Source: an optimization exercise on an open RTL-to-GDS flow (aim: small area, a short achievable clock period and few clock cycles per item). Production flows keep margins and buffers that such runs may drop. Function was checked by simulation only, so behaviour that the tests miss may differ from the original. Power is estimated from default activity; no workload was simulated.

## eased_overlay_transition_sequencer_core
module eased_overlay_transition_sequencer_core (
   input  wire                       clock,
   input  wire                       reset,
   input  wire                       req_tvalid,
   output logic                      req_tready,
   input  wire  [15:0]               req_tdata,    
   input  wire  [6:0]                req_tuser,    
   output logic                      rsp_tvalid,
   input  wire                       rsp_tready,
   output logic [eots_pkg::RSP_W-1:0] rsp_tdata,
   input  wire                       csr_write_enable,
   input  wire  [1:0]                csr_index,
   input  wire  [16:0]               csr_wdata
);
Size: ~390 flip-flops.
Settings: LEC_CHECK=0, CAP_MARGIN=20, CORE_MARGIN=2, CORE_UTILIZATION=60, CTS_BUF_LIST=sky130_fd_sc_hd__clkbuf_8, CTS_CLUSTER_DIAMETER=70, CTS_CLUSTER_SIZE=17, PLACE_DENSITY=0.75, SETUP_SLACK_MARGIN=3.2, SLEW_MARGIN=20; clock period 8.0 ns.
standard.sh (not shown) runs the stock make flow with config.mk's settings and CLKGATE_MAP_FILE= SYNTH_SCRIPT=/design/flow/synth_recipe.tcl, a recipe that flattens the netlist after the stock synthesis.
==> flow/flow/run.sh <==
#!/bin/bash
# The standard layout, with the port buffers made of the smallest buffer cell.
set -euo pipefail
export BUFFER_PORTS_ARGS="-buffer_cell sky130_fd_sc_hd__buf_1"
bash standard.sh > standard.log 2>&1
Testbench counts at the start, summed over its fixed seeds: cycles 7,468, items 7,142.
Change:
Settings changed: CTS_CLUSTER_DIAMETER 70 to 60, CTS_CLUSTER_SIZE 17 to 14, SETUP_SLACK_MARGIN 3.2 to 2.95.
=>
- The changed run ran to the end with no violations
- cell area barely changes
- wire length climbs by 3.8%
- via count hardly moves
- non-clock buffer count climbs by 5
- first-iteration DRC count drops by about 23%
- sequential cell count does not change
Change:
==> flow/run.sh (new file) <==
#!/bin/bash
# synth_recipe.tcl (not shown) runs the flow's synth.tcl, then flattens the netlist and writes it again
# the make line also repeats each setting of config.mk as NAME=value (left out here)
make -C /OpenROAD-flow-scripts/flow DESIGN_CONFIG=/design/flow/config.mk WORK_HOME=/design/flow/orfs CLKGATE_MAP_FILE= SYNTH_SCRIPT=/design/flow/synth_recipe.tcl finish
Settings changed: CTS_BUF_LIST sky130_fd_sc_hd__clkbuf_8 to sky130_fd_sc_hd__clkbuf_4, CTS_CLUSTER_DIAMETER 60 to unset, CTS_CLUSTER_SIZE 14 to unset, SETUP_SLACK_MARGIN 2.95 to 3.5.
removed: flow/flow/run.sh
removed: flow/standard.sh
=> Register-to-register slack gets better by 0.07 ns; sequential power barely changes; area after synthesis stays the same.
Change:
==> flow/flow/run.sh (new file) <==
#!/bin/bash
# The standard layout, with the port buffers made of the smallest buffer cell.
set -euo pipefail
export BUFFER_PORTS_ARGS="-buffer_cell sky130_fd_sc_hd__buf_1"
bash standard.sh > standard.log 2>&1
==> flow/standard.sh (new file) <==
#!/bin/bash
# synth_recipe.tcl (not shown) runs the flow's synth.tcl, then flattens the netlist and writes it again
# the make line also repeats each setting of config.mk as NAME=value (left out here)
make -C /OpenROAD-flow-scripts/flow DESIGN_CONFIG=/design/flow/config.mk WORK_HOME=/design/flow/orfs CLKGATE_MAP_FILE= SYNTH_SCRIPT=/design/flow/synth_recipe.tcl "${@:-finish}"
Settings changed: CTS_BUF_LIST sky130_fd_sc_hd__clkbuf_4 to sky130_fd_sc_hd__clkbuf_8, CTS_CLUSTER_DIAMETER set to 60, CTS_CLUSTER_SIZE set to 14.
removed: flow/run.sh
After rerunning: Worst setup slack gets better by 0.041 ns; clock power went down by a quarter to a third; synthesized cell count does not change; die area does not change; total power came out lower by a little under a tenth; sequential power stays flat; design area drops by a few percent; first-iteration DRC count hardly moves; via count fell by a few percent; register-to-register slack improved by 0.04 ns.
Change:
Settings changed: CTS_BUF_LIST sky130_fd_sc_hd__clkbuf_8 to sky130_fd_sc_hd__clkbuf_4, CTS_CLUSTER_DIAMETER 60 to unset, CTS_CLUSTER_SIZE 14 to unset, TNS_END_PERCENT set to 10.
After rerunning: Synthesized cell count stays the same; sequential power stays flat; final cell count goes up by about 2%.
Change:
Settings changed: TNS_END_PERCENT 10 to unset.
Effect:
- register-to-register slack gains 0.14 ns
- worst setup slack gains 0.14 ns
- synthesized area stays the same
- first-iteration DRC count came out higher by roughly a tenth

========
eased_overlay_transition_sequencer_core again, from the RTL that the note above started with.
Settings: LEC_CHECK=0, CAP_MARGIN=20, CORE_MARGIN=2, CORE_UTILIZATION=60, CTS_BUF_LIST=sky130_fd_sc_hd__clkbuf_8, CTS_CLUSTER_DIAMETER=60, CTS_CLUSTER_SIZE=14, PLACE_DENSITY=0.75, SETUP_SLACK_MARGIN=3.35, SLEW_MARGIN=20; clock period 8.0 ns.
==> flow/flow/run.sh <==
#!/bin/bash
# The standard layout, with the port buffers made of the smallest buffer cell.
set -euo pipefail
export BUFFER_PORTS_ARGS="-buffer_cell sky130_fd_sc_hd__buf_1"
bash standard.sh > standard.log 2>&1
Testbench counts at the start, summed over its fixed seeds: cycles 7,468, items 7,142.
Rerun with:
SETUP_SLACK_MARGIN = 3.2   (was 3.35)
The new run passed the timing, design-rule and antenna checks; synthesized area stays the same; global-route usage fell by 1.3 points; wire length fell by about 6%.

========
eased_overlay_transition_sequencer_core, a different RTL version from the one above (not shown whole).
For scale: ~3,100 cells after synthesis, roughly 420 flip-flops, ~0.031 mm2 of cells after synthesis.
Design eased_overlay_transition_sequencer_core, start of the top module:
module eased_overlay_transition_sequencer_core (
   input  wire                       clock,
   input  wire                       reset,
   input  wire                       req_tvalid,
   output logic                      req_tready,
   input  wire  [15:0]               req_tdata,    
   input  wire  [6:0]                req_tuser,    
   output logic                      rsp_tvalid,
   input  wire                       rsp_tready,
   output logic [eots_pkg::RSP_W-1:0] rsp_tdata,
   input  wire                       csr_write_enable,
   input  wire  [1:0]                csr_index,
   input  wire  [16:0]               csr_wdata
);
make LEC_CHECK=0 CAP_MARGIN=20 CORE_MARGIN=2 CORE_UTILIZATION=40 PLACE_DENSITY=0.6 SETUP_SLACK_MARGIN=3.5 SLEW_MARGIN=20 finish   # period 8.0 ns
run.sh (not shown) runs the stock make flow with config.mk's settings and CLKGATE_MAP_FILE= SYNTH_SCRIPT=/design/flow/synth_recipe.tcl, a recipe that flattens the netlist after the stock synthesis.
Stock flow here: none of the scripts above is used.
Testbench counts at the start, summed over its fixed seeds: cycles 7,492, items 7,142.
Edit:
- CTS_BUF_LIST: not set -> sky130_fd_sc_hd__clkbuf_4
- SETUP_SLACK_MARGIN: 3.5 -> 2.8
Effect: The changed run finished clean; maximum frequency is lower by 4.8%; wire length drops by about 1.2%; combinational power shrinks by about 9%.

## re-timing with driven ports
Ports are ideal in the flow. The routed layouts listed here were re-timed in OpenROAD. Step 1: set_driving_cell puts a clkbuf_16 on clock and a buf_2 on each other input, an assumption about the parent block. Step 2 also shifts input and output timing later by t, the mid clock arrival at the registers, as if the neighbouring blocks saw the same clock. Slacks: no drivers / after step 1 / after step 2; pairs: no drivers / after step 1.
run	t (ns)	setup slack, ns	cell pins on the clock port's net
the first run of note 1	0.716	3.142 / 3.142 / 3.142	1
the second run of note 1	0.664	3.025 / 3.025 / 3.025	1
the third run of note 1	0.895	3.097 / 3.097 / 2.875	1
the fourth run of note 1	0.680	3.138 / 3.138 / 3.138	1
the fifth run of note 1	0.891	3.020 / 3.020 / 2.958	1
the sixth run of note 1	0.898	3.163 / 3.163 / 3.004	1
the first run of note 2	0.707	3.144 / 3.144 / 3.144	1
the second run of note 2	0.667	3.132 / 3.132 / 3.132	1
the first run of note 3	0.665	3.176 / 3.176 / 3.098	1
the second run of note 3	0.931	2.933 / 2.933 / 2.933	1
After both steps every run listed still meets setup and hold. For the third run of note 1, which loses most, drivers alone change the setup slack by 0.000 ns; drivers and shift together by -0.222 ns.
